Background: an optimization exercise with open tools, aiming at small area, a short achievable clock period and few clock cycles. Do not read the settings as production practice.
At most, simulation tests tie the RTL to the original design; equivalence was not proved.
No functional check of the RTL was part of run 5.
Power is estimated from default activity; no workload was simulated.

<file path="design.v">
package bnn_pkg;
    localparam logic [2:0] ST_IDLE  = 3'd0;
    localparam logic [2:0] ST_HDR   = 3'd1;
    localparam logic [2:0] ST_FILL1 = 3'd2;
    localparam logic [2:0] ST_FILL2 = 3'd3;
    localparam logic [2:0] ST_CONV  = 3'd4;
    localparam int MIN_N = 3;
    localparam int POP_W = 4;
    localparam int WIN_W = 9;
    localparam int OUT_W = 14;    
    localparam logic [15:0] END_MARK_DEF = 16'h00FF;
endpackage
import bnn_pkg::*;
module bnn_row_conv
#(
    parameter int DATA_W = 16
) (
    input  logic [DATA_W-1:0] row_n2,
    input  logic [DATA_W-1:0] row_n1,
    input  logic [DATA_W-1:0] row_n,
    input  logic [WIN_W-1:0]  weight,
    input  logic [POP_W-1:0]  thresh,
    output logic [OUT_W-1:0]  out_row
);
    always_comb begin
        logic [WIN_W-1:0] win;
        logic [1:0]       s0, s1, s2;
        logic [POP_W-1:0] pop;
        for (int j = 0; j < OUT_W; j++) begin
            win = {row_n[j +: 3], row_n1[j +: 3], row_n2[j +: 3]} ~^ weight;
            s0  = 2'(win[0]) + 2'(win[1]) + 2'(win[2]);
            s1  = 2'(win[3]) + 2'(win[4]) + 2'(win[5]);
            s2  = 2'(win[6]) + 2'(win[7]) + 2'(win[8]);
            pop = POP_W'(s0) + POP_W'(s1) + POP_W'(s2);
            out_row[j] = (pop > thresh);
        end
    end
endmodule
import bnn_pkg::*;
module bnn_conv_engine
#(
    parameter int                DATA_W   = 16,
    parameter int                ADDR_W   = 12,
    parameter int                NUM_FILT = 4,
    parameter logic [DATA_W-1:0] END_MARK = DATA_W'(END_MARK_DEF)
) (
    input  logic              clk,
    input  logic              reset,
    input  logic              run,
    input  logic [3:0]        cfg_thresh,
    output logic              busy,
    output logic              done,
    output logic              err,
    output logic [ADDR_W-1:0] dut_sram_read_address,
    input  logic [DATA_W-1:0] sram_dut_read_data,
    output logic [ADDR_W-1:0] dut_sram_write_address,
    output logic [DATA_W-1:0] dut_sram_write_data,
    output logic              wr_enable,
    output logic [ADDR_W-1:0] dut_wmem_read_address,
    input  logic [DATA_W-1:0] wmem_dut_read_data
);
    logic [2:0]         state_q;
    logic               busy_q, done_q, err_q;
    logic [ADDR_W-1:0]  rd_addr_q;
    logic [1:0]         wm_addr_q;       
    logic [3:0]         rows_left_q;     
    logic [3:0]         ncol_q;          
    logic [POP_W-1:0]   thresh_q;
    logic [DATA_W-1:0]  row_n2_q, row_n1_q;
    logic               wr_en_q;
    logic [ADDR_W-1:0]  wr_addr_q;
    logic [OUT_W-1:0]   wr_data_q;
    logic [DATA_W-1:0]  rdata;
    logic               hdr_end, hdr_bad;
    logic [OUT_W-1:0]   conv_row;
    logic [OUT_W-1:0]   col_mask;
    logic               unused_wbits;
    assign rdata        = sram_dut_read_data;
    assign hdr_end      = (rdata == END_MARK);
    assign hdr_bad      = (rdata < DATA_W'(MIN_N)) || (rdata > DATA_W'(DATA_W));
    assign unused_wbits = ^wmem_dut_read_data[DATA_W-1:WIN_W];
    bnn_row_conv #(.DATA_W(DATA_W)) u_row_conv (
        .row_n2  (row_n2_q),
        .row_n1  (row_n1_q),
        .row_n   (rdata),
        .weight  (wmem_dut_read_data[WIN_W-1:0]),
        .thresh  (thresh_q),
        .out_row (conv_row)
    );
    always_comb begin
        for (int j = 0; j < OUT_W; j++) col_mask[j] = (4'(j) < ncol_q);
    end
    always_ff @(posedge clk) begin
        if (reset) begin
            state_q   <= ST_IDLE;
            busy_q    <= 1'b0;
            done_q    <= 1'b0;
            err_q     <= 1'b0;
            rd_addr_q <= '0;
            wm_addr_q <= '0;
            wr_en_q   <= 1'b0;
        end else begin
            done_q  <= 1'b0;
            wr_en_q <= 1'b0;
            case (state_q)
                ST_IDLE: begin
                    busy_q    <= 1'b0;
                    rd_addr_q <= '0;
                    wm_addr_q <= '0;
                    if (run) begin
                        busy_q    <= 1'b1;
                        err_q     <= 1'b0;
                        rd_addr_q <= ADDR_W'(1);
                        state_q   <= ST_HDR;
                    end
                end
                ST_HDR: begin
                    wm_addr_q <= '0;
                    if (hdr_end || hdr_bad) begin
                        err_q   <= !hdr_end;
                        done_q  <= 1'b1;
                        state_q <= ST_IDLE;
                    end else begin
                        rd_addr_q <= rd_addr_q + ADDR_W'(1);
                        state_q   <= ST_FILL1;
                    end
                end
                ST_FILL1: begin
                    rd_addr_q <= rd_addr_q + ADDR_W'(1);
                    state_q   <= ST_FILL2;
                end
                ST_FILL2: begin
                    wm_addr_q <= 2'd1;
                    state_q   <= ST_CONV;
                end
                ST_CONV: begin
                    wr_en_q   <= 1'b1;
                    wm_addr_q <= wm_addr_q + 2'd1;
                    if (wm_addr_q == 2'd3) rd_addr_q <= rd_addr_q + ADDR_W'(1);
                    if (wm_addr_q == 2'd0 && rows_left_q == 4'd1) begin
                        rd_addr_q <= rd_addr_q + ADDR_W'(1);
                        state_q   <= ST_HDR;
                    end
                end
                default: state_q <= ST_IDLE;
            endcase
        end
    end
    always_ff @(posedge clk) begin
        if (state_q == ST_IDLE && run) thresh_q <= cfg_thresh;
        if (state_q == ST_HDR) begin
            ncol_q      <= 4'(rdata - DATA_W'(2));
            rows_left_q <= 4'(rdata - DATA_W'(2));
        end
        if (state_q == ST_FILL1 || state_q == ST_FILL2 ||
            (state_q == ST_CONV && wm_addr_q == 2'd0)) begin
            row_n2_q <= row_n1_q;
            row_n1_q <= rdata;
        end
        if (state_q == ST_CONV && wm_addr_q == 2'd0) rows_left_q <= rows_left_q - 4'd1;
        wr_data_q <= conv_row & col_mask;
        if (state_q == ST_IDLE) wr_addr_q <= '0;
        else if (wr_en_q) wr_addr_q <= wr_addr_q + ADDR_W'(1);
    end
    assign busy                   = busy_q;
    assign done                   = done_q;
    assign err                    = err_q;
    assign dut_sram_read_address  = rd_addr_q;
    assign dut_wmem_read_address  = ADDR_W'(wm_addr_q);
    assign dut_sram_write_address = wr_addr_q;
    assign dut_sram_write_data    = DATA_W'(wr_data_q);
    assign wr_enable              = wr_en_q;
endmodule
</file>
<file path="run.sh">
#!/bin/bash
# synth_recipe.tcl (not shown) runs the flow's synth.tcl, then flattens the netlist and writes it again
# the make line also repeats each setting of config.mk as NAME=value (left out here)
make -C /OpenROAD-flow-scripts/flow DESIGN_CONFIG=/design/flow/config.mk WORK_HOME=/design/flow/orfs CLKGATE_MAP_FILE= SYNTH_SCRIPT=/design/flow/synth_recipe.tcl finish
</file>
<file path="config.mk">
export PLATFORM = sky130hd
export DESIGN_NAME = bnn_conv_engine
export DESIGN_NICKNAME = bnn_conv_engine
export VERILOG_FILES = /design/flow/design.v
export SDC_FILE = /design/flow/constraint.sdc
export NUM_CORES = 4
export LEC_CHECK = 0
export CAP_MARGIN = 20
export CORE_MARGIN = 2
export CORE_UTILIZATION = 40
export SLEW_MARGIN = 20
</file>
<file path="constraint.sdc">
create_clock -name core_clock -period 6.0 [get_ports {clk}]
set_input_delay 1.2000 -clock core_clock [delete_from_list [all_inputs] [get_ports {clk}]]
set_output_delay 1.2000 -clock core_clock [all_outputs]
set_load 0.01 [all_outputs]
</file>
==> results of run 1 <==
[cell type report]
cell class                 count  share of cell area, %
clock buffer                  12                   2.59
inverter                     126                   4.77
multi-input combinational    612                   57.5
timing repair buffer          84                   8.58
sequential                    91                   22.8
tap                          275                   3.47
clock inverter                 4                  0.303
[sequential cells by signal, indices dropped and copies added, names as in the netlist]
name	cells
row_n1_q	16
row_n2_q	16
wr_data_q	14
rd_addr_q	12
wr_addr_q	12
ncol_q	4
rows_left_q	4
thresh_q	4
state_q	3
wm_addr_q	2
busy_q	1
done_q	1
err_q	1
wr_en_q	1
[kinds of logic (layout without fill, tap and decap cells)]
logic type,Yosys count,count (layout),synth area share (%)
buffers and inverters,175,226,8.39
adder cells (fa/ha/maj),176,176,31.5
other,1,12,0.0434
AO/OA/AOI/OAI,101,101,7.37
multiplexers,4,4,0.478
AND/OR/NAND/NOR,165,165,10.4
flip-flops,91,91,26.2
XOR/XNOR,154,154,15.6
[synthesized netlist by cell type (all sizes together), types with 24 or more instances]
library cell | number | area [µm²]
edfxtp | 44 | 1320
xor2 | 38 | 333
clkbuf | 24 | 90.1
nand2 | 25 | 93.8
fa | 70 | 1400
ha | 105 | 1310
a21oi | 46 | 230
nor2 | 47 | 176
xnor2 | 116 | 1020
dfxtp | 47 | 941
inv | 126 | 473
buf | 25 | 161
[critical path, delay by kind of cell]
| kind | cells | cell delay, ns |
|---|---|---|
| adders and majority gates | 7 | 2.79 |
| and+or+nand+nor | 3 | 0.29 |
| buffers and inverters | 4 | 0.79 |
| xor gates and xnor gates | 1 | 0.16 |
| AOI/OAI and AO/OA | 2 | 0.30 |
[worst max-delay path by stage]
stage                          startpoint             to
finish              wmem_dut_read_data[1]   wr_data_q[4]
global route        wmem_dut_read_data[0]   wr_data_q[6]
CTS                 wmem_dut_read_data[1]   wr_data_q[4]
detailed placement  wmem_dut_read_data[1]   wr_data_q[4]
global placement    wmem_dut_read_data[0]  wr_data_q[11]
floorplan           wmem_dut_read_data[0]   wr_data_q[7]
[per-layer routing]
layer	vias to the layer above	GRT usage [%]
met5	-	0
met4	0	5.14
met3	13	2.59
met2	98	29.5
met1	2823	25.1
li1	2939	-
[power by group]
part	switching, mW	total (mW)	internal (mW)
combinational	0.705	1.36	0.651
sequential	0.0248	0.713	0.688
clock	0.260	0.568	0.308
total	0.990	2.64	1.65
==> results.sh, run 1 <==
export IMPL_rows=53
export IMPL_grt_usage_pct=18.1
export IMPL_slowest_delay_ns=0.54
export IMPL_timing_rr_end="wr_data_q[4]"
export IMPL_end_kind="flip-flop"
export IMPL_cts_tree="done"
export IMPL_fin_tns_setup_ns=0
export IMPL_fin_crit_sh_pct=88.5
export IMPL_wl_met2_um=8800
export IMPL_clk_latency_ns=0.35
export IMPL_drt_iter0_markers=235
export IMPL_cts_root_buf="clkbuf_16"
export IMPL_crit_type="in2reg"
export IMPL_powerDensity_mw_per_mm2=266
export IMPL_r2r_slack_ns=1.70
export IMPL_worstHoldPathCells=0
export IMPL_post_route_util_pct=47.0
export IMPL_postLayoutCellArea_mm2=0.00991
export IMPL_start_util_pct=41.0
export IMPL_setup_violations=0
export IMPL_max_slew_margin_pct=34.1
export IMPL_syn_to_final_growth_pct=14.8
export IMPL_p_leak_nw=4.16
export IMPL_mostFrequentLayoutCell="inv_1"
export IMPL_yosysWarningCount=2
export IMPL_cts_sinks=91
export IMPL_die_w_um=151
export IMPL_clock_skew_final_ns=0.00697
export IMPL_wl_per_cell_um=15.8
export IMPL_clockBufferDepth=2
export IMPL_p_total_mw=2.64
export IMPL_cp_required_ns=6.23
export IMPL_critPathLaunchType="primary input"
export IMPL_firstDrtPassIters=4
export IMPL_vdd_drop_max_mv=0.141
export IMPL_fin_nets=1138
export IMPL_cts_setup_buffers=0
export IMPL_crit_top_cell="fa_1"
export IMPL_post_route_min_period_ns=5.31
export IMPL_vias=5873
export IMPL_synthDistinctLibCells=54
export IMPL_drive_gt1_share_pct=3.66
export IMPL_gp_congestion=0.768
export IMPL_worst_hold_path_endpoint="row_n2_q[0]"
export IMPL_cts_resized=0
export IMPL_ys_ff_latch=91
export IMPL_grt_pass1_vias=6082
export IMPL_cts_made_buffers=9
export IMPL_place_ws_ns=0.322
export IMPL_drv_slew=0
export IMPL_grt_pass1_wl_um=31700
export IMPL_rsz0062_at_grt="no"
export IMPL_seq_area_frac_synth_pct=26.2
export IMPL_synth_avg_cell_area_um2=9.96
export IMPL_ys_flop_type="dfxtp_1"
export IMPL_syn_cell_area_mm2=0.00864
export IMPL_synthCells=867
export IMPL_drv_cap=0
export IMPL_whs_ns=0.474
export IMPL_path_max_fanout=14
export IMPL_drc=0
export IMPL_clk_pin_slew_ns=0.07
export IMPL_layout_common_cells="inv_1 (126), xnor2_1 (116), ha_1 (105)"
export IMPL_grt_ovfl_total=0
export IMPL_viasPerCell=4.88
export IMPL_multiInputGateArea_mm2=0.00570
export IMPL_antenna_found_initial=0
export IMPL_hpwlAfterDp_um=13500
export IMPL_h_tree_depth=3
export IMPL_final_cells=1204
export IMPL_dp_cells=1188
export IMPL_seqCellArea_mm2=0.00226
export IMPL_hold_path_class="reg2reg"
export IMPL_reg2reg_from="row_n2_q[5]"
export IMPL_wl_met1_um=9190
export IMPL_die_h_um=151
export IMPL_n_fill_cell=2029
export IMPL_dieArea_mm2=0.0228
export IMPL_status="finished clean"
export IMPL_grt_max_degree=33
export IMPL_hold_buffers=0
export IMPL_routed_top_layer="met4"
export IMPL_fp_coreArea_mm2=0.0211
export IMPL_setup_slack_ns=0.689
export IMPL_hold_viol=0
export IMPL_n_antenna_cell=0
export IMPL_met3RoutedLength_um=718
export IMPL_hold_start="row_n1_q[0]"
export IMPL_antenna_left=0
export IMPL_numPortBuffers=75
export IMPL_synth_edf_count=44
export IMPL_pin_count=95
export IMPL_drt_total_wl_um=19000
export IMPL_worstMarginPinSlew_ns=0.983
export IMPL_max_freq_mhz=188
export IMPL_r2r_cells=15
export IMPL_post_dp_cell_area_mm2=0.00963
export IMPL_critPathArrivalTime_ns=5.54
export IMPL_crit_chain="clkdlybuf4s50_1 > buf_12 > xnor2_1 > fa_1 > fa_1 > ha_1 > inv_1 > fa_1 > inv_1 > ha_1 > fa_1 > ha_1 > nor2b_1 > o21ai_0 > nand2b_1 > a21oi_1 > nor2_1"
export IMPL_critPathSlowestCell="fa_1"
export IMPL_async_flop_share_pct=0
Testbench counts, summed over its fixed seeds: cycles 8,806.
==> inputs of run 2 (changes only) <==
--- a/design.v
+++ b/design.v
@@ -25,13 +25,24 @@
     always_comb begin
         logic [WIN_W-1:0] win;
-        logic [1:0]       s0, s1, s2;
-        logic [POP_W-1:0] pop;
+        logic [2:0]       s, c;
+        logic             s0, c1a, s1b, c2;
+        logic [POP_W-1:0] pop, gt, eq;
         for (int j = 0; j < OUT_W; j++) begin
             win = {row_n[j +: 3], row_n1[j +: 3], row_n2[j +: 3]} ~^ weight;
-            s0  = 2'(win[0]) + 2'(win[1]) + 2'(win[2]);
-            s1  = 2'(win[3]) + 2'(win[4]) + 2'(win[5]);
-            s2  = 2'(win[6]) + 2'(win[7]) + 2'(win[8]);
-            pop = POP_W'(s0) + POP_W'(s1) + POP_W'(s2);
-            out_row[j] = (pop > thresh);
+            for (int r = 0; r < 3; r++) begin
+                s[r] = win[3*r] ^ win[3*r+1] ^ win[3*r+2];
+                c[r] = (win[3*r] & win[3*r+1]) | (win[3*r] & win[3*r+2]) | (win[3*r+1] & win[3*r+2]);
+            end
+            s0  = s[0] ^ s[1] ^ s[2];
+            c1a = (s[0] & s[1]) | (s[0] & s[2]) | (s[1] & s[2]);
+            s1b = c[0] ^ c[1] ^ c[2];
+            c2  = (c[0] & c[1]) | (c[0] & c[2]) | (c[1] & c[2]);
+            pop[0] = s0;
+            pop[1] = c1a ^ s1b;
+            pop[2] = c2 ^ (c1a & s1b);
+            pop[3] = c2 & c1a & s1b;
+            gt = pop & ~thresh;
+            eq = pop ~^ thresh;
+            out_row[j] = gt[3] | (eq[3] & (gt[2] | (eq[2] & (gt[1] | (eq[1] & gt[0])))));
         end
     end
==> results.sh, run 2 <==
export IMPL_status="finished clean"
export IMPL_gp_congestion=0.787
export IMPL_synth_avg_cell_area_um2=10.4
export IMPL_multiInputGateArea_mm2=0.00507
export IMPL_yosysWarningCount=2
export IMPL_die_h_um=144
export IMPL_max_slew_margin_pct=39.8
export IMPL_drive_gt1_share_pct=3.10
export IMPL_seqCellArea_mm2=0.00226
export IMPL_clock_skew_final_ns=0.00757
export IMPL_ys_flop_type="dfxtp_1"
export IMPL_crit_type="in2reg"
export IMPL_p_total_mw=2.08
export IMPL_ys_ff_latch=91
export IMPL_drt_total_wl_um=15900
export IMPL_vias=4969
export IMPL_clk_latency_ns=0.35
export IMPL_worstMarginPinSlew_ns=0.900
export IMPL_start_util_pct=40.5
export IMPL_drt_iter0_markers=140
export IMPL_async_flop_share_pct=0
export IMPL_post_route_min_period_ns=4.41
export IMPL_drv_cap=0
export IMPL_place_ws_ns=1.21
export IMPL_cts_sinks=91
export IMPL_drc=0
export IMPL_whs_ns=0.477
export IMPL_antenna_left=0
export IMPL_synthCells=752
export IMPL_n_antenna_cell=0
export IMPL_cts_resized=0
export IMPL_critPathLaunchType="primary input"
export IMPL_rows=51
export IMPL_grt_max_degree=33
export IMPL_cts_tree="done"
export IMPL_synth_edf_count=44
export IMPL_hold_viol=0
export IMPL_firstDrtPassIters=4
export IMPL_pin_count=95
export IMPL_p_leak_nw=3.46
export IMPL_grt_pass1_vias=4927
export IMPL_slowest_delay_ns=0.86
export IMPL_postLayoutCellArea_mm2=0.00897
export IMPL_layout_common_cells="xnor2_1 (142), clkdlybuf4s50_1 (75), inv_1 (72)"
export IMPL_largestRegisters="row_n1_q x16, row_n2_q x16, wr_data_q x14"
export IMPL_fin_nets=974
export IMPL_post_dp_cell_area_mm2=0.00870
export IMPL_cts_made_buffers=9
export IMPL_die_w_um=144
export IMPL_critPathBufInv=1
export IMPL_hpwlAfterDp_um=12700
export IMPL_max_freq_mhz=227
export IMPL_h_tree_depth=3
export IMPL_critPathSlowestCell="clkdlybuf4s50_1"
export IMPL_vdd_drop_max_mv=0.150
export IMPL_powerDensity_mw_per_mm2=232
export IMPL_n_fill_cell=1832
export IMPL_cts_root_buf="clkbuf_16"
export IMPL_mostFrequentLayoutCell="xnor2_1"
export IMPL_netlist_top_cells_count="xnor2_1 (142), inv_1 (72), fa_1 (70)"
export IMPL_yosys_area_top_type="fa_1"
export IMPL_drv_slew=0
export IMPL_setup_slack_ns=1.59
export IMPL_rsz0062_at_grt="no"
export IMPL_yosysMostFrequentCell="xnor2_1"
export IMPL_crit_chain="clkdlybuf4s50_1 > xnor2_1 > fa_1 > fa_1 > ha_1 > ha_1 > and3b_1 > o21ai_0 > nand2b_1 > a21oi_1 > nor3b_1"
export IMPL_fp_coreArea_mm2=0.0193
export IMPL_path_max_fanout=14
export IMPL_critPathArrivalTime_ns=4.65
export IMPL_fin_tns_setup_ns=0
export IMPL_cp_required_ns=6.24
export IMPL_clk_pin_slew_ns=0.07
export IMPL_antenna_found_initial=0
export IMPL_netlist_top_cells_area="fa_1 (18%), edfxtp_1 (17%), xnor2_1 (16%)"
export IMPL_numPortBuffers=75
export IMPL_hold_buffers=0
export IMPL_synthDistinctLibCells=48
export IMPL_yosysTopAreaCellShare_pct=18.0
export IMPL_hold_path_class="reg2reg"
export IMPL_syn_cell_area_mm2=0.00780
export IMPL_wl_per_cell_um=14.8
export IMPL_fin_crit_sh_pct=73.5
export IMPL_grt_ovfl_total=0
export IMPL_end_kind="flip-flop"
export IMPL_syn_to_final_growth_pct=15.0
export IMPL_cts_setup_buffers=0
export IMPL_grt_pass1_wl_um=26200
export IMPL_viasPerCell=4.64
export IMPL_critPathTopFamily="adder cells"
export IMPL_seq_area_frac_synth_pct=29.0
export IMPL_setup_violations=0
export IMPL_clockBufferDepth=2
export IMPL_dieArea_mm2=0.0206
export IMPL_grt_usage_pct=16.5
[run 2: path summary, 6_finish.rpt]
| check | startpoint | end | slack (ns) | cells past startpoint |
|---|---|---|---|---|
| min reg2reg | busy_q | busy_q | 0.48 | 2 |
| max reg2reg | row_n2_q[13] | wr_data_q[13] | 3.06 | 10 |
| min | busy_q | busy_q | 0.48 | 2 |
| max | wmem_dut_read_data[7] | wr_data_q[13] | 1.59 | 11 |
[run 2: report_power, final]
part / leakage (nW) / internal [mW] / switching [mW]
Sequential: 0.782 / 0.680 / 0.0154
Combinational: 2.56 / 0.422 / 0.420
Clock: 0.127 / 0.284 / 0.257
[run 2: through the flow]
step | util, % | instances
floorplan | - | 763
global placement | 45.1 | 1056
detailed placement | 45.1 | 1056
CTS | 46.5 | 1072
global route | 46.5 | 1072
finish | 46.5 | 1072
[run 2: cells by family after synthesis]
family	count (synthesis)	share of synthesized area (%)
XOR/XNOR	153	17.2
AND/OR/NAND/NOR	150	9.93
adder cells (fa/ha/maj)	133	28.1
buffers and inverters	121	6.58
flip-flops	91	29.0
AO/OA/AOI/OAI	89	7.35
multiplexers	14	1.83
other	1	0.0481
[run 2: cell type report]
class / count / area share, %
clock buffer: 11 / 2.59
clock inverter: 5 / 0.418
inverter: 72 / 3.01
multi-input combinational: 551 / 56.5
sequential: 91 / 25.2
tap: 265 / 3.70
timing repair buffer: 77 / 8.54
[run 2: routing by layer]
metal / vias up / share of wire, % / wire, µm / track usage [%]
li1: 2546 / - / - / -
met1: 2320 / 48 / 7630 / 22.6
met2: 86 / 45 / 7220 / 26.0
met3: 17 / 5.1 / 809 / 4.33
met4: 0 / 1.4 / 229 / 4.08
met5: - / 0 / 0 / 0
[run 2: worst min-delay path, delay by kind of cell (launching register included)]
kind | cells | cell delay [ns]
AO/OA/AOI/OAI | 2 | 0.12
flip-flops | 1 | 0.31
Testbench counts of run 2, summed over its fixed seeds: cycles 8,806.
==> inputs of run 3 (changes only) <==
--- a/design.v
+++ b/design.v
@@ -1,8 +1,13 @@
 package bnn_pkg;
-    localparam logic [2:0] ST_IDLE  = 3'd0;
-    localparam logic [2:0] ST_HDR   = 3'd1;
-    localparam logic [2:0] ST_FILL1 = 3'd2;
-    localparam logic [2:0] ST_FILL2 = 3'd3;
-    localparam logic [2:0] ST_CONV  = 3'd4;
+    localparam logic [2:0] ST_IDLE = 3'd0;
+    localparam logic [2:0] ST_HDR  = 3'd1;
+    localparam logic [2:0] ST_F0   = 3'd2;
+    localparam logic [2:0] ST_F1   = 3'd3;
+    localparam logic [2:0] ST_F2   = 3'd4;
+    localparam logic [2:0] ST_CONV = 3'd5;
+    localparam logic [2:0] ST_FIN  = 3'd6;
+    localparam logic [1:0] NX_ROW = 2'd0;    
+    localparam logic [1:0] NX_IMG = 2'd1;    
+    localparam logic [1:0] NX_END = 2'd2;    
     localparam int MIN_N = 3;
     localparam int POP_W = 4;
@@ -72,4 +77,5 @@
 );
     logic [2:0]         state_q;
+    logic [1:0]         next_q;          
     logic               busy_q, done_q, err_q;
     logic [ADDR_W-1:0]  rd_addr_q;
@@ -78,5 +84,6 @@
     logic [3:0]         ncol_q;          
     logic [POP_W-1:0]   thresh_q;
-    logic [DATA_W-1:0]  row_n2_q, row_n1_q;
+    logic [DATA_W-1:0]  row_n2_q, row_n1_q, row_n_q;
+    logic [WIN_W-1:0]   weight_q;
     logic               wr_en_q;
     logic [ADDR_W-1:0]  wr_addr_q;
@@ -84,4 +91,5 @@
     logic [DATA_W-1:0]  rdata;
     logic               hdr_end, hdr_bad;
+    logic               conv, ph2, ph3, last_row, shift;
     logic [OUT_W-1:0]   conv_row;
     logic [OUT_W-1:0]   col_mask;
@@ -91,9 +99,14 @@
     assign hdr_bad      = (rdata < DATA_W'(MIN_N)) || (rdata > DATA_W'(DATA_W));
     assign unused_wbits = ^wmem_dut_read_data[DATA_W-1:WIN_W];
+    assign conv     = (state_q == ST_CONV);
+    assign ph2      = conv && (wm_addr_q == 2'd0);
+    assign ph3      = conv && (wm_addr_q == 2'd1);
+    assign last_row = (rows_left_q == 4'd1);
+    assign shift    = (state_q == ST_F0) || (state_q == ST_F1) || (state_q == ST_F2) || ph3;
     bnn_row_conv #(.DATA_W(DATA_W)) u_row_conv (
         .row_n2  (row_n2_q),
         .row_n1  (row_n1_q),
-        .row_n   (rdata),
-        .weight  (wmem_dut_read_data[WIN_W-1:0]),
+        .row_n   (row_n_q),
+        .weight  (weight_q),
         .thresh  (thresh_q),
         .out_row (conv_row)
@@ -112,11 +125,11 @@
             wr_en_q   <= 1'b0;
         end else begin
-            done_q  <= 1'b0;
-            wr_en_q <= 1'b0;
+            done_q    <= 1'b0;
+            wr_en_q   <= conv;
+            wm_addr_q <= '0;
             case (state_q)
                 ST_IDLE: begin
                     busy_q    <= 1'b0;
                     rd_addr_q <= '0;
-                    wm_addr_q <= '0;
                     if (run) begin
                         busy_q    <= 1'b1;
@@ -127,5 +140,4 @@
                 end
                 ST_HDR: begin
-                    wm_addr_q <= '0;
                     if (hdr_end || hdr_bad) begin
                         err_q   <= !hdr_end;
@@ -134,23 +146,39 @@
                     end else begin
                         rd_addr_q <= rd_addr_q + ADDR_W'(1);
-                        state_q   <= ST_FILL1;
+                        state_q   <= ST_F0;
                     end
                 end
-                ST_FILL1: begin
+                ST_F0: begin
                     rd_addr_q <= rd_addr_q + ADDR_W'(1);
-                    state_q   <= ST_FILL2;
-                end
-                ST_FILL2: begin
+                    state_q   <= ST_F1;
+                end
+                ST_F1: begin
+                    rd_addr_q <= rd_addr_q + ADDR_W'(1);
                     wm_addr_q <= 2'd1;
+                    state_q   <= ST_F2;
+                end
+                ST_F2: begin
+                    wm_addr_q <= 2'd2;
                     state_q   <= ST_CONV;
                 end
                 ST_CONV: begin
-                    wr_en_q   <= 1'b1;
                     wm_addr_q <= wm_addr_q + 2'd1;
-                    if (wm_addr_q == 2'd3) rd_addr_q <= rd_addr_q + ADDR_W'(1);
-                    if (wm_addr_q == 2'd0 && rows_left_q == 4'd1) begin
+                    if (last_row ? (wm_addr_q != 2'd2) : ph3)
                         rd_addr_q <= rd_addr_q + ADDR_W'(1);
-                        state_q   <= ST_HDR;
+                    if (ph2) err_q <= hdr_bad && !hdr_end;
+                    if (ph3) begin
+                        case (next_q)
+                            NX_IMG: begin
+                                wm_addr_q <= 2'd0;
+                                state_q   <= ST_F1;
+                            end
+                            NX_END:  state_q <= ST_FIN;
+                            default: ;
+                        endcase
                     end
+                end
+                ST_FIN: begin
+                    done_q  <= 1'b1;
+                    state_q <= ST_IDLE;
                 end
                 default: state_q <= ST_IDLE;
@@ -160,14 +188,18 @@
     always_ff @(posedge clk) begin
         if (state_q == ST_IDLE && run) thresh_q <= cfg_thresh;
-        if (state_q == ST_HDR) begin
-            ncol_q      <= 4'(rdata - DATA_W'(2));
-            rows_left_q <= 4'(rdata - DATA_W'(2));
-        end
-        if (state_q == ST_FILL1 || state_q == ST_FILL2 ||
-            (state_q == ST_CONV && wm_addr_q == 2'd0)) begin
+        if (ph2) begin
+            if (!last_row)              next_q <= NX_ROW;
+            else if (hdr_end || hdr_bad) next_q <= NX_END;
+            else                        next_q <= NX_IMG;
+        end
+        if (state_q == ST_HDR || (ph2 && last_row)) rows_left_q <= 4'(rdata - DATA_W'(2));
+        else if (ph2)                               rows_left_q <= rows_left_q - 4'd1;
+        if (state_q == ST_F1) ncol_q <= rows_left_q;
+        if (shift) begin
             row_n2_q <= row_n1_q;
-            row_n1_q <= rdata;
-        end
-        if (state_q == ST_CONV && wm_addr_q == 2'd0) rows_left_q <= rows_left_q - 4'd1;
+            row_n1_q <= row_n_q;
+            row_n_q  <= rdata;
+        end
+        weight_q  <= wmem_dut_read_data[WIN_W-1:0];
         wr_data_q <= conv_row & col_mask;
         if (state_q == ST_IDLE) wr_addr_q <= '0;
--- a/config.mk
+++ b/config.mk
@@ -9,3 +9,4 @@
 export CORE_MARGIN = 2
 export CORE_UTILIZATION = 40
+export SETUP_SLACK_MARGIN = 3.0
 export SLEW_MARGIN = 20
==> results.sh, run 3 <==
export IMPL_final_cells=1172
export IMPL_yosys_area_top_type="edfxtp_1"
export IMPL_drv_slew=0
export IMPL_worstMarginPinSlew_ns=0.800
export IMPL_setup_slack_ns=2.99
export IMPL_fin_nets=1057
export IMPL_gp_congestion=0.786
export IMPL_antenna_left=0
export IMPL_startpoint="sram_dut_read_data[5]"
export IMPL_timing_rr_end="wr_data_q[6]"
export IMPL_mostFrequentLayoutCell="xnor2_1"
export IMPL_grt_max_degree=49
export IMPL_yosysWarningCount=2
export IMPL_synth_edf_count=62
export IMPL_n_antenna_cell=0
export IMPL_viasPerCell=4.92
export IMPL_cts_root_buf="clkbuf_16"
export IMPL_fin_crit_sh_pct=50.1
export IMPL_rows=53
export IMPL_netlist_top_cells_count="xnor2_1 (146), inv_1 (73), fa_1 (70)"
export IMPL_hold_buffers=0
export IMPL_syn_cell_area_mm2=0.00853
export IMPL_drc=0
export IMPL_ys_flop_type="edfxtp_1"
export IMPL_async_flop_share_pct=0
export IMPL_die_w_um=150
export IMPL_rsz0062_at_grt="yes"
export IMPL_clk_latency_ns=0.42
export IMPL_layout_common_cells="xnor2_1 (106), inv_1 (68), clkdlybuf4s50_1 (67)"
export IMPL_r2r_cells=12
export IMPL_wl_per_cell_um=16.6
export IMPL_drive_gt1_share_pct=17.9
export IMPL_largestRegisters="row_n1_q x16, row_n2_q x16, row_n_q x16"
export IMPL_max_freq_mhz=333
export IMPL_critPathLaunchType="primary input"
export IMPL_seq_area_frac_synth_pct=35.0
export IMPL_postLayoutCellArea_mm2=0.0110
export IMPL_grt_pass1_vias=5785
export IMPL_whs_ns=0.459
export IMPL_synth_fa_ha_area_share_pct=25.8
export IMPL_die_h_um=150
export IMPL_worstHoldPathCells=2
export IMPL_crit_type="in2reg"
export IMPL_max_slew_margin_pct=46.6
export IMPL_cts_made_buffers=17
export IMPL_use_met3_pct=3.99
export IMPL_powerDensity_mw_per_mm2=239
export IMPL_synth_xor_area_share_pct=15.9
export IMPL_drt_iter0_markers=231
export IMPL_grt_usage_pct=17.9
export IMPL_hold_viol=0
export IMPL_p_leak_nw=4.34
export IMPL_firstDrtPassIters=4
export IMPL_clockBufferDepth=2
export IMPL_start_util_pct=40.7
export IMPL_p_total_mw=2.63
export IMPL_place_ws_ns=2.37
export IMPL_netlist_top_cells_area="edfxtp_1 (22%), fa_1 (16%), xnor2_1 (15%)"
export IMPL_synth_top_family_by_area="adder cells"
export IMPL_hpwlAfterDp_um=13200
export IMPL_reg2reg_from="weight_q[1]"
export IMPL_synth_simple_area_share_pct=9.82
export IMPL_post_route_min_period_ns=3.01
export IMPL_synth_avg_cell_area_um2=10.9
export IMPL_yosysTopAreaCellShare_pct=21.8
export IMPL_worst_hold_path_endpoint="err_q"
export IMPL_yosysMostFrequentCell="xnor2_1"
export IMPL_ys_ff_latch=118
export IMPL_clock_skew_final_ns=0.0115
export IMPL_hold_path_class="reg2reg"
export IMPL_dp_cells=1100
export IMPL_vias=5764
export IMPL_vdd_drop_max_mv=0.171
export IMPL_clk_pin_slew_ns=0.06
export IMPL_post_dp_cell_area_mm2=0.00949
export IMPL_drv_cap=0
export IMPL_syn_to_final_growth_pct=28.9
export IMPL_setup_violations=0
export IMPL_status="finished clean"
export IMPL_path_max_fanout=8
export IMPL_post_route_util_pct=52.4
export IMPL_cts_sinks=118
export IMPL_grt_busiest_layer="met2"
export IMPL_critPathArrivalTime_ns=3.37
export IMPL_antenna_found_initial=0
export IMPL_synthCells=779
export IMPL_fp_coreArea_mm2=0.0210
export IMPL_synthMuxAreaShare_pct=0.704
export IMPL_hold_start="err_q"
export IMPL_end_kind="flip-flop"
export IMPL_h_tree_depth=4
export IMPL_synthDistinctLibCells=52
export IMPL_grtUsageMet1_pct=22.9
export IMPL_grt_ovfl_total=0
export IMPL_fin_tns_setup_ns=0
export IMPL_grt_pass1_wl_um=30500
export IMPL_numPortBuffers=75
export IMPL_pin_count=95
export IMPL_r2r_slack_ns=3.08
export IMPL_cp_required_ns=6.36
export IMPL_cts_tree="done"
export IMPL_synth_compound_area_share_pct=7.09
export IMPL_grt_use_met2_pct=30.5
export IMPL_drt_total_wl_um=19500
export IMPL_dieArea_mm2=0.0225
## run 3: cell count changes in the layout (fill, tap and decap cells not counted), moves of 18 or more
cell,delta
xnor2_1,-36
edfxtp_1,+18
buf_4,+27
xnor2_2,+38
## run 3: cell type report
type / count / area, µm²
Fill cell: 1862 / 9970
Multi-Input combinational cell: 558 / 5560
Sequential cell: 118 / 3020
Timing Repair Buffer: 116 / 1190
Clock buffer: 24 / 547
Tap cell: 275 / 344
Inverter: 73 / 274
Clock inverter: 8 / 53.8
## run 3: power by group
group	total, mW	switching [mW]	internal, mW
clock network	1.03	0.386	0.639
logic	0.707	0.337	0.370
registers	0.899	0.0281	0.871
## run 3: what timing repair did
item / in CTS / in global routing
endpoints found under the setup margin: 27 / 24
buffers inserted: 2 / 37
cloned: 1 / 0
endpoints found under the hold margin: 0 / 0
resized for setup: 27 / 82
pin swaps: 5 / 33
## run 3: worst max path at each step
stage	endpoint	depth (start not counted)
floorplan	wr_data_q[4]	12
CTS	wr_data_q[0]	10
finish	rd_addr_q[11]	6
detailed placement	rd_addr_q[11]	6
global placement	rd_addr_q[11]	6
global route	rd_addr_q[11]	6
## run 3: cells by family after synthesis
group | after synthesis
AO/OA/AOI/OAI | 93
buffers and inverters | 115
other | 1
AND/OR/NAND/NOR | 157
flip-flops | 118
multiplexers | 6
adder cells (fa/ha/maj) | 134
XOR/XNOR | 155
## run 3: layer usage
layer / wire length (µm) / up-vias
met5: 0 / -
met4: 293 / 0
met3: 913 / 20
met2: 9690 / 118
met1: 8580 / 2835
li1: - / 2791
## run 3: worst max-delay path: stages
cell,delay (ns)
clkdlybuf4s50_1,0.45
or3_4,0.41
or3_4,0.43
o21a_4,0.26
or4_4,0.48
a21oi_2,0.12
Testbench counts of run 3, summed over its fixed seeds: cycles 8,812.
==> inputs of run 4 (changes only) <==
--- a/config.mk
+++ b/config.mk
@@ -9,4 +9,3 @@
 export CORE_MARGIN = 2
 export CORE_UTILIZATION = 40
-export SETUP_SLACK_MARGIN = 3.0
 export SLEW_MARGIN = 20
==> results.sh, run 4 <==
export IMPL_timing_rr_end="wr_data_q[0]"
export IMPL_p_leak_nw=3.86
export IMPL_max_freq_mhz=283
export IMPL_dieArea_mm2=0.0225
export IMPL_fin_tns_setup_ns=0
export IMPL_clk_pin_slew_ns=0.06
export IMPL_antenna_found_initial=0
export IMPL_numPortBuffers=75
export IMPL_grt_pass1_wl_um=30300
export IMPL_grt_max_degree=49
export IMPL_netlist_top_cells_count="xnor2_1 (146), inv_1 (73), fa_1 (70)"
export IMPL_netlist_top_cells_area="edfxtp_1 (22%), fa_1 (16%), xnor2_1 (15%)"
export IMPL_whs_ns=0.459
export IMPL_clock_skew_final_ns=0.00821
export IMPL_yosysMostFrequentCell="xnor2_1"
export IMPL_die_w_um=150
export IMPL_critPathTopFamily="adder cells"
export IMPL_end_kind="flip-flop"
export IMPL_h_tree_depth=4
export IMPL_critPathBufInv=0
export IMPL_fp_coreArea_mm2=0.0210
export IMPL_startpoint="weight_q[1]"
export IMPL_crit_type="reg2reg"
export IMPL_die_h_um=150
export IMPL_synthCells=779
export IMPL_post_dp_cell_area_mm2=0.00950
export IMPL_ys_ff_latch=118
export IMPL_hold_viol=0
export IMPL_post_route_util_pct=48.3
export IMPL_synth_avg_cell_area_um2=10.9
export IMPL_hold_buffers=0
export IMPL_async_flop_share_pct=0
export IMPL_seq_area_frac_synth_pct=35.0
export IMPL_powerDensity_mw_per_mm2=259
export IMPL_pin_count=95
export IMPL_mostFrequentLayoutCell="xnor2_1"
export IMPL_cp_required_ns=6.28
export IMPL_critPathLaunchType="flip-flop"
export IMPL_drive_gt1_share_pct=4.78
export IMPL_rows=53
export IMPL_crit_chain="xnor2_1 > fa_1 > fa_1 > ha_1 > ha_1 > nand2_1 > o21bai_1 > a21o_1 > a21oi_1 > a21oi_1"
export IMPL_clockBufferDepth=2
export IMPL_postLayoutCellArea_mm2=0.0101
export IMPL_n_fill_cell=1943
export IMPL_r2r_slack_ns=2.46
export IMPL_setup_violations=0
export IMPL_cts_setup_buffers=0
export IMPL_worstMarginPinSlew_ns=1.03
export IMPL_hold_path_class="reg2reg"
export IMPL_largestRegisters="row_n1_q x16, row_n2_q x16, row_n_q x16"
export IMPL_fin_crit_sh_pct=59.0
export IMPL_grt_usage_pct=17.7
export IMPL_drv_cap=0
export IMPL_firstDrtPassIters=4
export IMPL_antenna_left=0
export IMPL_reg2reg_from="weight_q[1]"
export IMPL_vdd_drop_max_mv=0.210
export IMPL_cts_sinks=118
export IMPL_syn_cell_area_mm2=0.00853
export IMPL_path_max_fanout=14
export IMPL_fin_nets=1018
export IMPL_setup_slack_ns=2.46
export IMPL_rsz0062_at_grt="no"
export IMPL_grt_ovfl_total=0
export IMPL_vias=5488
export IMPL_synth_edf_count=62
export IMPL_ys_flop_type="edfxtp_1"
export IMPL_syn_to_final_growth_pct=18.7
export IMPL_status="finished clean"
export IMPL_place_ws_ns=2.25
export IMPL_drv_slew=0
export IMPL_synthDistinctLibCells=52
export IMPL_critPathSlowestCell="dfxtp_1"
export IMPL_hpwlAfterDp_um=12900
export IMPL_cts_tree="done"
export IMPL_slowest_delay_ns=0.96
export IMPL_viasPerCell=4.84
export IMPL_cts_resized=0
export IMPL_clk_latency_ns=0.42
export IMPL_cts_root_buf="clkbuf_16"
export IMPL_gp_congestion=0.780
export IMPL_yosysTopAreaCellShare_pct=21.8
export IMPL_grt_pass1_vias=5794
export IMPL_endpoint="wr_data_q[0]"
export IMPL_start_util_pct=40.7
export IMPL_drt_iter0_markers=231
export IMPL_max_slew_margin_pct=31.1
export IMPL_cp_depth=10
export IMPL_n_antenna_cell=0
export IMPL_layout_common_cells="xnor2_1 (146), clkdlybuf4s50_1 (75), inv_1 (73)"
export IMPL_r2r_cells=10
export IMPL_yosysWarningCount=2
export IMPL_wl_per_cell_um=16.0
export IMPL_drc=0
export IMPL_post_route_min_period_ns=3.54
export IMPL_cts_made_buffers=17
export IMPL_drt_total_wl_um=18200
export IMPL_critPathArrivalTime_ns=3.81
export IMPL_yosys_area_top_type="edfxtp_1"
[run 4: cell counts after synthesis]
No cell type changed its count.
[run 4: worst min-delay path by stage]
stage / from / end / slack [ns] / cells past startpoint
6_report: err_q / err_q / 0.46 / 2
5_1_grt: err_q / err_q / 0.48 / 2
4_1_cts: err_q / err_q / 0.46 / 2
3_5_place_dp: err_q / err_q / 0.45 / 2
3_3_place_gp: err_q / err_q / 0.45 / 2
2_1_floorplan: row_n_q[0] / row_n1_q[0] / 0.45 / 0
[run 4: where the power goes]
part / total (mW) / internal (mW) / switching, mW
combinational: 0.623 / 0.322 / 0.300
sequential: 0.911 / 0.872 / 0.0383
clock: 1.08 / 0.704 / 0.379
[run 4: routing by layer]
layer	vias up	wire, µm	GRT usage (%)
met4	0	221	4.53
met5	-	0	0
met2	112	8930	30.2
met1	2655	8300	22.6
met3	19	724	4.05
li1	2702	-	-
[run 4: logic make-up after synthesis]
kind of cell	after synthesis	synth area share, %
buffers and inverters	115	5.61
other	1	0.0440
AO/OA/AOI/OAI	93	7.09
flip-flops	118	35.0
XOR/XNOR	155	15.9
multiplexers	6	0.704
AND/OR/NAND/NOR	157	9.82
adder cells (fa/ha/maj)	134	25.8
[run 4: worst register-to-register path, cell delays in order (launching register included)]
cell and delay, ns:
dfxtp_1 0.96, xnor2_1 0.24, fa_1 0.55, fa_1 0.46, ha_1 0.31, ha_1 0.27, nand2_1 0.07, o21bai_1 0.06
a21o_1 0.20, a21oi_1 0.22, a21oi_1 0.07
[run 4: stage by stage]
stage,total power [mW],cells
after detailed placement,1.55,1101
final,2.62,1133
after global routing,2.80,1133
after floorplan,1.38,790
after CTS,2.65,1133
after global placement,1.54,1101
[run 4: cell type report]
cell class                      instances  area (µm²)  area share (%)
Inverter                               73         274            2.71
Multi-Input combinational cell        557        5120            50.6
Sequential cell                       118        2980            29.5
Clock inverter                         13         179            1.77
Tap cell                              275         344            3.40
Clock buffer                           19         443            4.38
Timing Repair Buffer                   78         773            7.64
==> inputs of run 5 (changes only) <==
--- a/design.v
+++ b/design.v
@@ -6,5 +6,6 @@
     localparam logic [2:0] ST_F2   = 3'd4;
     localparam logic [2:0] ST_CONV = 3'd5;
-    localparam logic [2:0] ST_FIN  = 3'd6;
+    localparam logic [2:0] ST_FIN1 = 3'd6;
+    localparam logic [2:0] ST_FIN  = 3'd7;
     localparam logic [1:0] NX_ROW = 2'd0;    
     localparam logic [1:0] NX_IMG = 2'd1;    
@@ -17,5 +18,5 @@
 endpackage
 import bnn_pkg::*;
-module bnn_row_conv
+module bnn_row_pop
 #(
     parameter int DATA_W = 16
@@ -25,12 +26,12 @@
     input  logic [DATA_W-1:0] row_n,
     input  logic [WIN_W-1:0]  weight,
-    input  logic [POP_W-1:0]  thresh,
-    output logic [OUT_W-1:0]  out_row
+    output logic [OUT_W-1:0]  pop_s0,     
+    output logic [OUT_W-1:0]  pop_c1a,    
+    output logic [OUT_W-1:0]  pop_s1b,    
+    output logic [OUT_W-1:0]  pop_c2      
 );
     always_comb begin
         logic [WIN_W-1:0] win;
         logic [2:0]       s, c;
-        logic             s0, c1a, s1b, c2;
-        logic [POP_W-1:0] pop, gt, eq;
         for (int j = 0; j < OUT_W; j++) begin
             win = {row_n[j +: 3], row_n1[j +: 3], row_n2[j +: 3]} ~^ weight;
@@ -39,14 +40,28 @@
                 c[r] = (win[3*r] & win[3*r+1]) | (win[3*r] & win[3*r+2]) | (win[3*r+1] & win[3*r+2]);
             end
-            s0  = s[0] ^ s[1] ^ s[2];
-            c1a = (s[0] & s[1]) | (s[0] & s[2]) | (s[1] & s[2]);
-            s1b = c[0] ^ c[1] ^ c[2];
-            c2  = (c[0] & c[1]) | (c[0] & c[2]) | (c[1] & c[2]);
-            pop[0] = s0;
-            pop[1] = c1a ^ s1b;
-            pop[2] = c2 ^ (c1a & s1b);
-            pop[3] = c2 & c1a & s1b;
+            pop_s0[j]  = s[0] ^ s[1] ^ s[2];
+            pop_c1a[j] = (s[0] & s[1]) | (s[0] & s[2]) | (s[1] & s[2]);
+            pop_s1b[j] = c[0] ^ c[1] ^ c[2];
+            pop_c2[j]  = (c[0] & c[1]) | (c[0] & c[2]) | (c[1] & c[2]);
+        end
+    end
+endmodule
+module bnn_row_conv (
+    input  logic [OUT_W-1:0]  pop_s0,
+    input  logic [OUT_W-1:0]  pop_c1a,
+    input  logic [OUT_W-1:0]  pop_s1b,
+    input  logic [OUT_W-1:0]  pop_c2,
+    input  logic [POP_W-1:0]  thresh,
+    output logic [OUT_W-1:0]  out_row
+);
+    always_comb begin
+        logic [POP_W-1:0] pop, gt, eq;
+        for (int j = 0; j < OUT_W; j++) begin
+            pop[0] = pop_s0[j];
+            pop[1] = pop_c1a[j] ^ pop_s1b[j];
+            pop[2] = pop_c2[j] ^ (pop_c1a[j] & pop_s1b[j]);
+            pop[3] = pop_c2[j] & pop_c1a[j] & pop_s1b[j];
             gt = pop & ~thresh;
-            eq = pop ~^ thresh;
+            eq = pop | ~thresh;
             out_row[j] = gt[3] | (eq[3] & (gt[2] | (eq[2] & (gt[1] | (eq[1] & gt[0])))));
         end
@@ -86,4 +101,6 @@
     logic [DATA_W-1:0]  row_n2_q, row_n1_q, row_n_q;
     logic [WIN_W-1:0]   weight_q;
+    logic               pop_vld_q;       
+    logic [OUT_W-1:0]   pop_s0_q, pop_c1a_q, pop_s1b_q, pop_c2_q;
     logic               wr_en_q;
     logic [ADDR_W-1:0]  wr_addr_q;
@@ -92,4 +109,5 @@
     logic               hdr_end, hdr_bad;
     logic               conv, ph2, ph3, last_row, shift;
+    logic [OUT_W-1:0]   pop_s0, pop_c1a, pop_s1b, pop_c2;
     logic [OUT_W-1:0]   conv_row;
     logic [OUT_W-1:0]   col_mask;
@@ -104,9 +122,19 @@
     assign last_row = (rows_left_q == 4'd1);
     assign shift    = (state_q == ST_F0) || (state_q == ST_F1) || (state_q == ST_F2) || ph3;
-    bnn_row_conv #(.DATA_W(DATA_W)) u_row_conv (
+    bnn_row_pop #(.DATA_W(DATA_W)) u_row_pop (
         .row_n2  (row_n2_q),
         .row_n1  (row_n1_q),
         .row_n   (row_n_q),
         .weight  (weight_q),
+        .pop_s0  (pop_s0),
+        .pop_c1a (pop_c1a),
+        .pop_s1b (pop_s1b),
+        .pop_c2  (pop_c2)
+    );
+    bnn_row_conv u_row_conv (
+        .pop_s0  (pop_s0_q),
+        .pop_c1a (pop_c1a_q),
+        .pop_s1b (pop_s1b_q),
+        .pop_c2  (pop_c2_q),
         .thresh  (thresh_q),
         .out_row (conv_row)
@@ -123,8 +151,10 @@
             rd_addr_q <= '0;
             wm_addr_q <= '0;
+            pop_vld_q <= 1'b0;
             wr_en_q   <= 1'b0;
         end else begin
             done_q    <= 1'b0;
-            wr_en_q   <= conv;
+            pop_vld_q <= conv;
+            wr_en_q   <= pop_vld_q;
             wm_addr_q <= '0;
             case (state_q)
@@ -173,9 +203,10 @@
                                 state_q   <= ST_F1;
                             end
-                            NX_END:  state_q <= ST_FIN;
+                            NX_END:  state_q <= ST_FIN1;
                             default: ;
                         endcase
                     end
                 end
+                ST_FIN1: state_q <= ST_FIN;
                 ST_FIN: begin
                     done_q  <= 1'b1;
@@ -202,4 +233,8 @@
         end
         weight_q  <= wmem_dut_read_data[WIN_W-1:0];
+        pop_s0_q  <= pop_s0;
+        pop_c1a_q <= pop_c1a;
+        pop_s1b_q <= pop_s1b;
+        pop_c2_q  <= pop_c2;
         wr_data_q <= conv_row & col_mask;
         if (state_q == ST_IDLE) wr_addr_q <= '0;
--- a/config.mk
+++ b/config.mk
@@ -9,3 +9,4 @@
 export CORE_MARGIN = 2
 export CORE_UTILIZATION = 40
+export SETUP_SLACK_MARGIN = 4.0
 export SLEW_MARGIN = 20
==> results.sh, run 5 <==
export IMPL_worstHoldPathCells=1
export IMPL_cts_made_buffers=17
export IMPL_synth_avg_cell_area_um2=11.2
export IMPL_fin_nets=1086
export IMPL_multiInputGateArea_mm2=0.00520
export IMPL_hold_start="pop_vld_q"
export IMPL_antenna_left=0
export IMPL_setup_violations=0
export IMPL_cts_tree="done"
export IMPL_clock_skew_final_ns=0.00940
export IMPL_clk_latency_ns=0.43
export IMPL_firstDrtPassIters=4
export IMPL_drt_total_wl_um=19800
export IMPL_reg2reg_from="rows_left_q[0]"
export IMPL_final_cells=1288
export IMPL_worstMarginPinSlew_ns=0.658
export IMPL_whs_ns=0.447
export IMPL_worst_hold_path_endpoint="wr_en_q"
export IMPL_grt_ovfl_total=0
export IMPL_cts_sinks=175
export IMPL_powerDensity_mw_per_mm2=262
export IMPL_post_route_min_period_ns=2.47
export IMPL_die_w_um=158
export IMPL_n_fill_cell=2123
export IMPL_yosysMostFrequentCell="dfxtp_1"
export IMPL_end_kind="flip-flop"
export IMPL_max_freq_mhz=404
export IMPL_path_max_fanout=5
export IMPL_grt_max_degree=49
export IMPL_hold_path_class="reg2reg"
export IMPL_drv_cap=0
export IMPL_ys_ff_latch=175
export IMPL_drc=0
export IMPL_post_dp_cell_area_mm2=0.0105
export IMPL_yosys_area_top_type="dfxtp_1"
export IMPL_numPortBuffers=75
export IMPL_h_tree_depth=4
export IMPL_netlist_top_cells_count="dfxtp_1 (113), xor2_1 (95), inv_1 (75)"
export IMPL_seq_area_frac_synth_pct=43.2
export IMPL_drv_slew=0
export IMPL_postLayoutCellArea_mm2=0.0118
export IMPL_post_route_util_pct=50.5
export IMPL_place_ws_ns=2.47
export IMPL_mostFrequentLayoutCell="xor2_1"
export IMPL_gp_congestion=0.783
export IMPL_wl_per_cell_um=15.4
export IMPL_dieArea_mm2=0.0251
export IMPL_syn_cell_area_mm2=0.00954
export IMPL_antenna_found_initial=1
export IMPL_yosysTopAreaCellShare_pct=23.7
export IMPL_r2r_cells=6
export IMPL_cp_required_ns=6.31
export IMPL_critPathArrivalTime_ns=2.79
export IMPL_hold_viol=0
export IMPL_cts_root_buf="clkbuf_16"
export IMPL_grt_pass1_vias=6238
export IMPL_syn_to_final_growth_pct=24.1
export IMPL_hpwlAfterDp_um=14100
export IMPL_drive_gt1_share_pct=23.5
export IMPL_grt_usage_pct=16.7
export IMPL_die_h_um=158
export IMPL_netlist_top_cells_area="dfxtp_1 (24%), edfxtp_1 (20%), fa_1 (15%)"
export IMPL_setup_slack_ns=3.53
export IMPL_fin_tns_setup_ns=0
export IMPL_async_flop_share_pct=0
export IMPL_yosysWarningCount=3
export IMPL_vias=6144
export IMPL_critPathLaunchType="primary input"
export IMPL_crit_type="in2reg"
export IMPL_ys_flop_type="dfxtp_1"
export IMPL_timing_rr_end="rd_addr_q[11]"
export IMPL_max_slew_margin_pct=56.1
export IMPL_clockBufferDepth=2
export IMPL_clk_pin_slew_ns=0.07
export IMPL_viasPerCell=4.77
export IMPL_synthCells=851
export IMPL_r2r_slack_ns=3.70
export IMPL_fp_coreArea_mm2=0.0235
export IMPL_synth_edf_count=62
export IMPL_pin_count=95
export IMPL_dp_cells=1209
export IMPL_start_util_pct=40.6
export IMPL_drt_iter0_markers=290
export IMPL_largestRegisters="row_n1_q x16, row_n2_q x16, row_n_q x16"
export IMPL_fin_crit_sh_pct=41.2
export IMPL_vdd_drop_max_mv=0.188
export IMPL_layout_common_cells="xor2_1 (95), inv_1 (74), dfxtp_1 (71)"
export IMPL_p_leak_nw=4.73
export IMPL_rsz0062_at_grt="yes"
export IMPL_p_total_mw=3.10
export IMPL_rows=56
export IMPL_seqCellArea_mm2=0.00422
export IMPL_synthDistinctLibCells=58
export IMPL_status="finished clean"
export IMPL_grt_pass1_wl_um=32300
==> run 5: cell types whose count changed after synthesis, moves of 10 or more <==
cell	previous run	this run
xor2_1	9	95
o21ai_0	13	32
mux2_2	0	10
o21bai_1	11	0
nor3b_1	16	1
ha_1	64	22
maj3_1	0	19
xnor2_1	146	45
dfxtp_1	56	113
and3_1	10	20
==> run 5: worst max-delay path by stage <==
stage | startpoint | endpoint | slack (ns) | cells past startpoint
global placement | sram_dut_read_data[15] | rd_addr_q[2] | 2.48 | 6
CTS | sram_dut_read_data[3] | rd_addr_q[6] | 3.51 | 6
detailed placement | sram_dut_read_data[15] | rd_addr_q[2] | 2.47 | 6
floorplan | sram_dut_read_data[2] | rd_addr_q[6] | 3.28 | 5
finish | sram_dut_read_data[3] | rd_addr_q[6] | 3.53 | 6
global route | sram_dut_read_data[3] | rd_addr_q[6] | 3.51 | 6
==> run 5: metal layers <==
metal	vias up	GRT usage, %	wire length (µm)
li1	3043	-	-
met1	2959	22.6	9350
met2	133	27.2	9360
met3	9	4.22	963
met4	0	3.56	138
met5	-	0	0
==> run 5: power breakdown <==
part	internal (mW)	total, mW	switching (mW)
registers	1.34	1.43	0.0827
logic	0.271	0.544	0.273
clock network	0.633	1.13	0.496
total	2.25	3.10	0.852
==> run 5: kinds of logic (layout without fill, tap and decap cells) <==
group,count (synthesis),after routing,share of synthesized area [%]
simple gates,165,165,8.95
fa+ha+maj,111,111,19.6
mux,18,18,2.02
compound gates,117,117,7.94
other cells,1,13,0.0393
xor+xnor,140,140,12.9
buf+inv,124,230,5.40
flops,175,175,43.2
==> run 5: cell type report <==
class / count / share of cell area, %
tap: 319 / 3.37
antenna: 1 / 0.0211
clock inverter: 14 / 1.32
timing repair buffer: 123 / 9.57
inverter: 75 / 2.41
multi-input combinational: 563 / 43.9
sequential: 175 / 35.7
clock buffer: 18 / 3.71
==> run 5: timing repair <==
| action | CTS | global route |
|---|---|---|
| buffers inserted | 32 | 13 |
| hold buffers | 0 | 0 |
| endpoints found under the setup margin | 175 | 77 |
| resized for setup | 330 | 36 |
| gates cloned | 1 | 0 |
| pin swaps | 16 | 18 |
==> run 5: worst max-delay path, stage by stage <==
cell,delay [ns]
buf_8,0.09
or4b_4,0.55
o22ai_4,0.22
a21boi_4,0.10
or4_4,0.49
mux2i_1,0.13
==> inputs of run 6 (changes only) <==
--- a/design.v
+++ b/design.v
@@ -63,5 +63,5 @@
             pop[3] = pop_c2[j] & pop_c1a[j] & pop_s1b[j];
             gt = pop & ~thresh;
-            eq = pop | ~thresh;
+            eq = pop ~^ thresh;
             out_row[j] = gt[3] | (eq[3] & (gt[2] | (eq[2] & (gt[1] | (eq[1] & gt[0])))));
         end
--- a/config.mk
+++ b/config.mk
@@ -9,4 +9,3 @@
 export CORE_MARGIN = 2
 export CORE_UTILIZATION = 40
-export SETUP_SLACK_MARGIN = 4.0
 export SLEW_MARGIN = 20
==> results.sh, run 6 <==
export IMPL_die_w_um=160
export IMPL_post_route_min_period_ns=3.17
export IMPL_fp_coreArea_mm2=0.0241
export IMPL_critPathLaunchType="primary input"
export IMPL_p_leak_nw=4.58
export IMPL_ys_ff_latch=175
export IMPL_grt_ovfl_total=0
export IMPL_drc=0
export IMPL_postLayoutCellArea_mm2=0.0113
export IMPL_reg2reg_from="weight_q[3]"
export IMPL_grt_pass1_vias=5794
export IMPL_crit_type="in2reg"
export IMPL_end_kind="flip-flop"
export IMPL_clk_pin_slew_ns=0.07
export IMPL_rsz0062_at_grt="no"
export IMPL_clock_skew_final_ns=0.00971
export IMPL_seq_area_frac_synth_pct=42.3
export IMPL_hold_path_class="reg2reg"
export IMPL_vdd_drop_max_mv=0.149
export IMPL_cts_root_buf="clkbuf_16"
export IMPL_synthDistinctLibCells=55
export IMPL_drive_gt1_share_pct=5.24
export IMPL_post_dp_cell_area_mm2=0.0107
export IMPL_cts_sinks=175
export IMPL_grt_usage_pct=14.6
export IMPL_synth_compound_area_share_pct=5.82
export IMPL_layout_common_cells="dfxtp_1 (113), xor2_1 (108), clkdlybuf4s50_1 (75)"
export IMPL_grt_max_degree=49
export IMPL_syn_to_final_growth_pct=15.6
export IMPL_wl_per_cell_um=14.3
export IMPL_fin_nets=1077
export IMPL_critPathArrivalTime_ns=3.49
export IMPL_dieArea_mm2=0.0256
export IMPL_cts_setup_buffers=0
export IMPL_gp_congestion=0.795
export IMPL_synth_avg_cell_area_um2=11.6
export IMPL_synth_xor_area_share_pct=13.8
export IMPL_hold_viol=0
export IMPL_antenna_left=0
export IMPL_r2r_slack_ns=3.70
export IMPL_synth_simple_area_share_pct=8.45
export IMPL_cts_tree="done"
export IMPL_synthMuxAreaShare_pct=1.35
export IMPL_hold_start="pop_vld_q"
export IMPL_numPortBuffers=75
export IMPL_worstHoldPathCells=1
export IMPL_firstDrtPassIters=4
export IMPL_powerDensity_mw_per_mm2=272
export IMPL_hold_buffers=0
export IMPL_clk_latency_ns=0.43
export IMPL_grt_pass1_wl_um=29700
export IMPL_antenna_found_initial=0
export IMPL_synthCells=841
export IMPL_synth_fa_ha_area_share_pct=22.6
export IMPL_mostFrequentLayoutCell="dfxtp_1"
export IMPL_r2r_cells=4
export IMPL_cp_required_ns=6.32
export IMPL_drt_iter0_markers=226
export IMPL_synth_top_family_by_area="adder cells"
export IMPL_post_route_util_pct=46.7
export IMPL_p_total_mw=3.06
export IMPL_worst_hold_path_endpoint="wr_en_q"
export IMPL_fin_tns_setup_ns=0
export IMPL_synth_edf_count=62
export IMPL_largestRegisters="row_n1_q x16, row_n2_q x16, row_n_q x16"
export IMPL_vias=5577
export IMPL_max_freq_mhz=316
export IMPL_drv_slew=0
export IMPL_drt_total_wl_um=17700
export IMPL_path_max_fanout=12
export IMPL_yosysTopAreaCellShare_pct=23.2
export IMPL_max_slew_margin_pct=42.1
export IMPL_yosysWarningCount=3
export IMPL_status="finished clean"
export IMPL_yosys_area_top_type="dfxtp_1"
export IMPL_worstMarginPinSlew_ns=0.867
export IMPL_timing_rr_end="pop_s0_q[2]"
export IMPL_yosysMostFrequentCell="dfxtp_1"
export IMPL_die_h_um=160
export IMPL_cts_resized=0
export IMPL_setup_violations=0
export IMPL_cts_made_buffers=17
export IMPL_hpwlAfterDp_um=13600
export IMPL_ys_flop_type="dfxtp_1"
export IMPL_clockBufferDepth=2
export IMPL_pin_count=95
export IMPL_viasPerCell=4.50
export IMPL_syn_cell_area_mm2=0.00975
export IMPL_n_antenna_cell=0
export IMPL_rows=57
export IMPL_async_flop_share_pct=0
export IMPL_h_tree_depth=4
export IMPL_start_util_pct=40.4
export IMPL_netlist_top_cells_area="dfxtp_1 (23%), edfxtp_1 (19%), fa_1 (14%)"
export IMPL_fin_crit_sh_pct=52.8
export IMPL_netlist_top_cells_count="dfxtp_1 (113), xor2_1 (108), inv_1 (71)"
export IMPL_drv_cap=0
-- run 6: logic make-up after synthesis --
| group | count (synthesis) |
|---|---|
| mux | 13 |
| compound gates | 88 |
| buf+inv | 116 |
| xor+xnor | 154 |
| other cells | 1 |
| flops | 175 |
| simple gates | 160 |
| fa+ha+maj | 134 |
-- run 6: metrics by stage --
stage	hold slack [ns]	cells	setup slack, ns
after floorplan	0.414	852	1.37
after detailed placement	0.429	1209	2.28
after CTS	0.446	1240	2.75
after global routing	0.473	1240	2.73
final	0.443	1240	2.83
after global placement	0.421	1209	2.30
-- run 6: worst max path at each step --
stage	slack (ns)	from	cells after the start	end
2_1_floorplan	1.37	state_q[1]	3	row_n1_q[0]
3_3_place_gp	2.30	sram_dut_read_data[15]	6	err_q
3_5_place_dp	2.28	sram_dut_read_data[15]	6	err_q
4_1_cts	2.75	sram_dut_read_data[15]	6	err_q
5_1_grt	2.73	sram_dut_read_data[15]	6	err_q
6_report	2.83	sram_dut_read_data[15]	6	err_q
-- run 6: cell type report --
class	count	area, µm²
repair buffers	78	773
inverters	71	267
flip-flops and latches	175	4120
clock buffers	24	494
well taps	324	405
fillers	2258	12800
multi-input cells	561	5130
clock inverters	7	75.1
-- run 6: critical path, stage by stage --
cell             delay [ns]
clkdlybuf4s50_1        0.42
nor4_1                 0.61
and3_2                 0.35
nand3_2                0.31
a21oi_1                0.26
mux2_2                 0.34
-- run 6: power breakdown --
part | internal [mW] | total [mW] | switching (mW)
Combinational | 0.285 | 0.564 | 0.279
Sequential | 1.35 | 1.43 | 0.0734
Clock | 0.622 | 1.07 | 0.449
Total | 2.26 | 3.06 | 0.802
-- run 6: metal layers --
layer	vias up	global-route usage (%)	share of wire, %
met5	-	0	0
met1	2604	19.8	49
met4	0	4.18	1.2
met3	19	3.84	4.4
li1	2863	-	-
met2	91	23.1	45
Testbench counts of run 6, summed over its fixed seeds: cycles 8,908.

==> what the ideal ports hide <==
How much do the figures lean on ideal ports? The routed layouts below were timed once more, with nothing changed but the port constraints. Step 1: set_driving_cell puts a clkbuf_16 on clk and a buf_2 on each other input, an assumption about the parent block. Step 2, shift: input delay + t, output delay - t, t = (earliest + latest rising clock arrival at the registers) / 2. This alone moves slack from input paths to output paths. Slacks: ideal / step 1 / step 2; pairs: ideal / step 1.
run	shift t [ns]	slack for setup (ns)	worst setup path after step 2
run 1	0.391	0.689 / 0.706 / 0.316	input to register
run 2	0.390	1.590 / 1.608 / 1.218	input to register
run 3	0.459	2.994 / 3.002 / 2.544	input to register
run 4	0.452	2.463 / 2.463 / 2.221	input to register
run 5	0.469	3.528 / 3.521 / 3.052	input to register
run 6	0.467	2.832 / 2.853 / 2.386	input to register
After both steps setup and hold are still met in every run listed. The setup slack of run 5, which loses most, moves by -0.007 ns with the drivers and by -0.476 ns with both steps.
